Context: an optimization exercise on an open-source flow, tuned for small area. The choices shown serve that exercise and are no tape-out recipe. Where RTL was checked, it was by simulation tests only, not by an equivalence proof against the original. Power figures rest on the tool's default switching activity, not on a simulated workload.

Setup of the previous run:
==> module afu_oai22, before the edit <==
module afu_oai22 (
  input  logic a0, b0, a1, b1,
  output logic y
);
  assign y = !((a0 || b0) && (a1 || b1));
endmodule
==> module addr_fetch_unit, before the edit <==
module addr_fetch_unit
#(
  parameter int ADDR_W = 8,
  parameter int DATA_W = 8
) (
  input  logic                Clock,
  input  logic                Reset_n,
  input  logic [DATA_W-1:0]   ARF_In,
  input  logic [1:0]          ARF_OutASel,
  input  logic [1:0]          ARF_OutBSel,
  input  logic [1:0]          ARF_FunSel,
  input  logic [3:0]          ARF_RSel,
  input  logic [DATA_W-1:0]   Mem_Data,
  input  logic                Mem_WR,
  input  logic                Mem_CS,
  input  logic [1:0]          IR_Funsel,
  input  logic                IR_Enable,
  input  logic                IR_LH,
  output logic [DATA_W-1:0]   ARF_OutA,
  output logic [DATA_W-1:0]   ARF_OutB,
  output logic [DATA_W-1:0]   Mem_Out,
  output logic [2*DATA_W-1:0] IR_Out
);
  localparam int IR_W  = 2 * DATA_W;
  localparam int DEPTH = 2 ** ADDR_W;
  logic [DATA_W-1:0] pc, ar, sp, pc_past;
  logic [ADDR_W-1:0] mem_addr;
  logic [DATA_W-1:0] mem [DEPTH];
  logic [IR_W-1:0]   ir;
  nbit_reg #(.W(DATA_W)) u_pc (
    .clock(Clock), .reset_n(Reset_n), .enable(ARF_RSel[afu_pkg::RS_PC]),
    .funsel(ARF_FunSel), .din(ARF_In), .q(pc)
  );
  nbit_reg #(.W(DATA_W)) u_ar (
    .clock(Clock), .reset_n(Reset_n), .enable(ARF_RSel[afu_pkg::RS_AR]),
    .funsel(ARF_FunSel), .din(ARF_In), .q(ar)
  );
  nbit_reg #(.W(DATA_W)) u_sp (
    .clock(Clock), .reset_n(Reset_n), .enable(ARF_RSel[afu_pkg::RS_SP]),
    .funsel(ARF_FunSel), .din(ARF_In), .q(sp)
  );
  nbit_reg #(.W(DATA_W)) u_pc_past (
    .clock(Clock), .reset_n(Reset_n), .enable(ARF_RSel[afu_pkg::RS_PCPAST]),
    .funsel(ARF_FunSel), .din(ARF_In), .q(pc_past)
  );
  always_comb begin
    ARF_OutA = ar;
    case (ARF_OutASel)
      afu_pkg::SEL_AR:     ARF_OutA = ar;
      afu_pkg::SEL_SP:     ARF_OutA = sp;
      afu_pkg::SEL_PCPAST: ARF_OutA = pc_past;
      afu_pkg::SEL_PC:     ARF_OutA = pc;
      default:    ARF_OutA = ar;
    endcase
  end
  always_comb begin
    ARF_OutB = ar;
    case (ARF_OutBSel)
      afu_pkg::SEL_AR:     ARF_OutB = ar;
      afu_pkg::SEL_SP:     ARF_OutB = sp;
      afu_pkg::SEL_PCPAST: ARF_OutB = pc_past;
      afu_pkg::SEL_PC:     ARF_OutB = pc;
      default:    ARF_OutB = ar;
    endcase
  end
  assign mem_addr = ARF_OutB[ADDR_W-1:0];
  logic                         phase;
  logic [DEPTH-1:0]             row_en, row_hold, row_sel;
  logic [DATA_W-1:0]            rd_raw;     
  logic [DATA_W-1:0]            rd_data;    
  logic [DATA_W-1:0]            wr_x;       
  logic                         wr_en;
  logic [DEPTH-1:0][DATA_W-1:0] mem_d;
  always_ff @(posedge Clock) begin
    phase <= !phase;
  end
  afu_row_dec #(.ADDR_W(ADDR_W)) u_dec_wr (.addr(mem_addr), .sel(row_en));
  afu_row_dec #(.ADDR_W(ADDR_W)) u_dec_rd (.addr(mem_addr), .sel(row_sel));
  for (genvar r = 0; r < DEPTH; r++) begin : g_row
    afu_inv u_hold (.a(row_en[r]), .y(row_hold[r]));
    for (genvar c = 0; c < DATA_W; c++) begin : g_bit
      afu_oai22 u_next (
        .a0(row_hold[r]), .b0(wr_x[c]), .a1(row_en[r]), .b1(mem[r][c]),
        .y(mem_d[r][c])
      );
    end
  end
  for (genvar c = 0; c < DATA_W; c++) begin : g_rd
    logic [DEPTH-1:0] col;
    for (genvar r = 0; r < DEPTH; r++) begin : g_col
      assign col[r] = mem[r][c];
    end
    afu_rd_bit #(.N(DEPTH)) u_rd (.sel(row_sel), .d(col), .y(rd_raw[c]));
  end
  assign wr_en   = Reset_n && !Mem_CS && Mem_WR;
  assign rd_data = rd_raw ^ {DATA_W{phase}};
  assign wr_x    = wr_en ? (Mem_Data ^ {DATA_W{phase}}) : rd_raw;
  always_ff @(posedge Clock) begin
    for (int r = 0; r < DEPTH; r++) mem[r] <= mem_d[r];
  end
  assign Mem_Out = (!Mem_CS && !Mem_WR) ? rd_data : '0;
  logic [IR_W-1:0] ir_d;
  logic            ir_cnt, ir_ld, keep_lo, keep_hi, load_lo, load_hi;
  assign ir_cnt  = Reset_n && IR_Enable && !IR_Funsel[1];
  assign ir_ld   = IR_Enable && (IR_Funsel == afu_pkg::FS_LOAD);
  assign keep_lo = Reset_n && (!IR_Enable || !IR_Funsel[1] || (ir_ld && IR_LH));
  assign keep_hi = Reset_n && (!IR_Enable || !IR_Funsel[1] || (ir_ld && !IR_LH));
  assign load_lo = Reset_n && ir_ld && !IR_LH && !Mem_CS;
  assign load_hi = Reset_n && ir_ld && IR_LH && !Mem_CS;
  afu_count_next #(.W(IR_W)) u_ir_next (
    .q(ir), .up(IR_Funsel[0]), .k_cnt(ir_cnt),
    .k_keep({{DATA_W{keep_hi}}, {DATA_W{keep_lo}}}),
    .k_load({{DATA_W{load_hi}}, {DATA_W{load_lo}}}),
    .din({rd_data, rd_data}), .d(ir_d)
  );
  always_ff @(posedge Clock) begin
    ir <= ir_d;
  end
  assign IR_Out = ir;
endmodule
Settings: LEC_CHECK=0, CAP_MARGIN=10, CORE_MARGIN=2, CORE_UTILIZATION=60, CTS_BUF_LIST=sky130_fd_sc_hd__clkbuf_16, CTS_CLUSTER_DIAMETER=80, CTS_CLUSTER_SIZE=25, SETUP_SLACK_MARGIN=0.5, SLEW_MARGIN=10, SYNTH_HIERARCHICAL=1; clock period 10.0 ns.
standard.sh (not shown) runs the stock make flow with config.mk's settings and CLKGATE_MAP_FILE= SYNTH_SCRIPT=/design/flow/synth_recipe.tcl, a recipe that flattens the netlist after the stock synthesis.
==> flow/flow/run.sh <==
#!/bin/bash
# Layout flow: the standard ORFS flow (standard.sh, unchanged synthesis,
# floorplan, power grid and tap cells) with two settings changed:
#  - the port buffers are the smallest buffer (buf_1) instead of ORFS's
#    default choice; the resizer may still upsize them for timing;
#  - clock tree synthesis runs without dummy loads (same clustering and
#    buffer list as config.mk gives).
# ORFS writes each step's full log under orfs/logs/; make's own output goes
# to standard.log in this folder.
set -euo pipefail
bash standard.sh \
  "BUFFER_PORTS_ARGS=-buffer_cell sky130_fd_sc_hd__buf_1" \
  "CTS_ARGS=-sink_clustering_enable -repair_clock_nets -dont_use_dummy_load -buf_list sky130_fd_sc_hd__clkbuf_16 -sink_clustering_size 25 -sink_clustering_max_diameter 80" \
  finish > standard.log 2>&1
--- input diff the previous run..the current run ---
-- flow/design.v --
<<< the previous run, line 110
  assign y = (a0 && b0) || (a1 && b1);
endmodule
module afu_oai22 (
  input  logic a0, b0, a1, b1,
  output logic y
);
  assign y = !((a0 || b0) && (a1 || b1));
endmodule
module afu_aoi222 (
  input  logic a0, b0, a1, b1, a2, b2,
>>> the current run, line 110
  assign y = (a0 && b0) || (a1 && b1);
endmodule
module afu_aoi222 (
  input  logic a0, b0, a1, b1, a2, b2,
<<< the previous run, line 188
  end
  assign mem_addr = ARF_OutB[ADDR_W-1:0];
  logic                         phase;
  logic [DEPTH-1:0]             row_en, row_hold, row_sel;
  logic [DATA_W-1:0]            rd_raw;     
  logic [DATA_W-1:0]            rd_data;    
  logic [DATA_W-1:0]            wr_x;       
  logic                         wr_en;
  logic [DEPTH-1:0][DATA_W-1:0] mem_d;
  always_ff @(posedge Clock) begin
    phase <= !phase;
  end
  afu_row_dec #(.ADDR_W(ADDR_W)) u_dec_wr (.addr(mem_addr), .sel(row_en));
  afu_row_dec #(.ADDR_W(ADDR_W)) u_dec_rd (.addr(mem_addr), .sel(row_sel));
  for (genvar r = 0; r < DEPTH; r++) begin : g_row
    afu_inv u_hold (.a(row_en[r]), .y(row_hold[r]));
    for (genvar c = 0; c < DATA_W; c++) begin : g_bit
      afu_oai22 u_next (
        .a0(row_hold[r]), .b0(wr_x[c]), .a1(row_en[r]), .b1(mem[r][c]),
        .y(mem_d[r][c])
      );
    end
  end
  for (genvar c = 0; c < DATA_W; c++) begin : g_rd
    logic [DEPTH-1:0] col;
>>> the current run, line 182
  end
  assign mem_addr = ARF_OutB[ADDR_W-1:0];
  logic [DEPTH-1:0]  row_en, row_sel;
  logic [DATA_W-1:0] rd_data;
  logic [DATA_W-1:0] wr_data;
  logic              wr_en;
  afu_row_dec #(.ADDR_W(ADDR_W)) u_dec_wr (.addr(mem_addr), .sel(row_en));
  afu_row_dec #(.ADDR_W(ADDR_W)) u_dec_rd (.addr(mem_addr), .sel(row_sel));
  for (genvar c = 0; c < DATA_W; c++) begin : g_rd
    logic [DEPTH-1:0] col;
<<< the previous run, line 214
      assign col[r] = mem[r][c];
    end
    afu_rd_bit #(.N(DEPTH)) u_rd (.sel(row_sel), .d(col), .y(rd_raw[c]));
  end
  assign wr_en   = Reset_n && !Mem_CS && Mem_WR;
  assign rd_data = rd_raw ^ {DATA_W{phase}};
  assign wr_x    = wr_en ? (Mem_Data ^ {DATA_W{phase}}) : rd_raw;
  always_ff @(posedge Clock) begin
    for (int r = 0; r < DEPTH; r++) mem[r] <= mem_d[r];
  end
  assign Mem_Out = (!Mem_CS && !Mem_WR) ? rd_data : '0;
>>> the current run, line 193
      assign col[r] = mem[r][c];
    end
    afu_rd_bit #(.N(DEPTH)) u_rd (.sel(row_sel), .d(col), .y(rd_data[c]));
  end
  assign wr_en   = Reset_n && !Mem_CS && Mem_WR;
  assign wr_data = wr_en ? Mem_Data : rd_data;
  always_ff @(posedge Clock) begin
    for (int r = 0; r < DEPTH; r++) begin
      if (row_en[r]) mem[r] <= wr_data;
    end
  end
  assign Mem_Out = (!Mem_CS && !Mem_WR) ? rd_data : '0;
## What came out
In the current run the switching part of the total turned out 8.2 points lower than in the previous run.
Taking the previous run as the reference, in the current run post-route clock period utilization fell by 1.1 points, floorplan row count rose by 5, combinational share of power fell by 7.1 points, post-layout worst setup margin rose by 0.11 ns.
Sort the current run and the previous run by total stage count of the critical path, ascending, and the current run comes first.
First-pass GRT wire length, the current run vs the previous run: down by more than 10%
[diff] area after synthesis, the current run relative to the previous run: regression
[the current run vs the previous run] wire length: lower in the current run
Min part of the power in registers across the current run and the previous run: the previous run
There was hardly any difference in utilization after layout between the previous run and the current run.
Between the previous run and the current run, the flow reports final cell area excluding filler cells increasing by a little under 10%.
The RTL of the current run was laid out without a check of its function.

[afterwards: timing with drivers on the ports]
How much do the figures lean on ideal ports? The routed layouts below were timed once more, with nothing changed but the port constraints.
Step 1 sets driving cells, clkbuf_16 on the clock port and buf_2 on the other inputs (assumed; they add their load-dependent delay and slew).
Step 2 also shifts input and output timing later by t, the mid clock arrival at the registers, as if the neighbouring blocks saw the same clock.
Three values: ideal, step 1, step 2; two values: the first two.
run	shift t [ns]	setup slack, ns	hold slack, ns
the previous run	0.801	0.482 / 0.447 / 0.447	0.451 / 0.451 / 0.451
the current run	0.774	0.591 / 0.559 / 0.559	0.626 / 0.626 / 0.626
After both steps every run listed still meets setup and hold. The setup slack of the previous run, which loses most, moves by -0.035 ns with the drivers and by -0.035 ns with both steps.
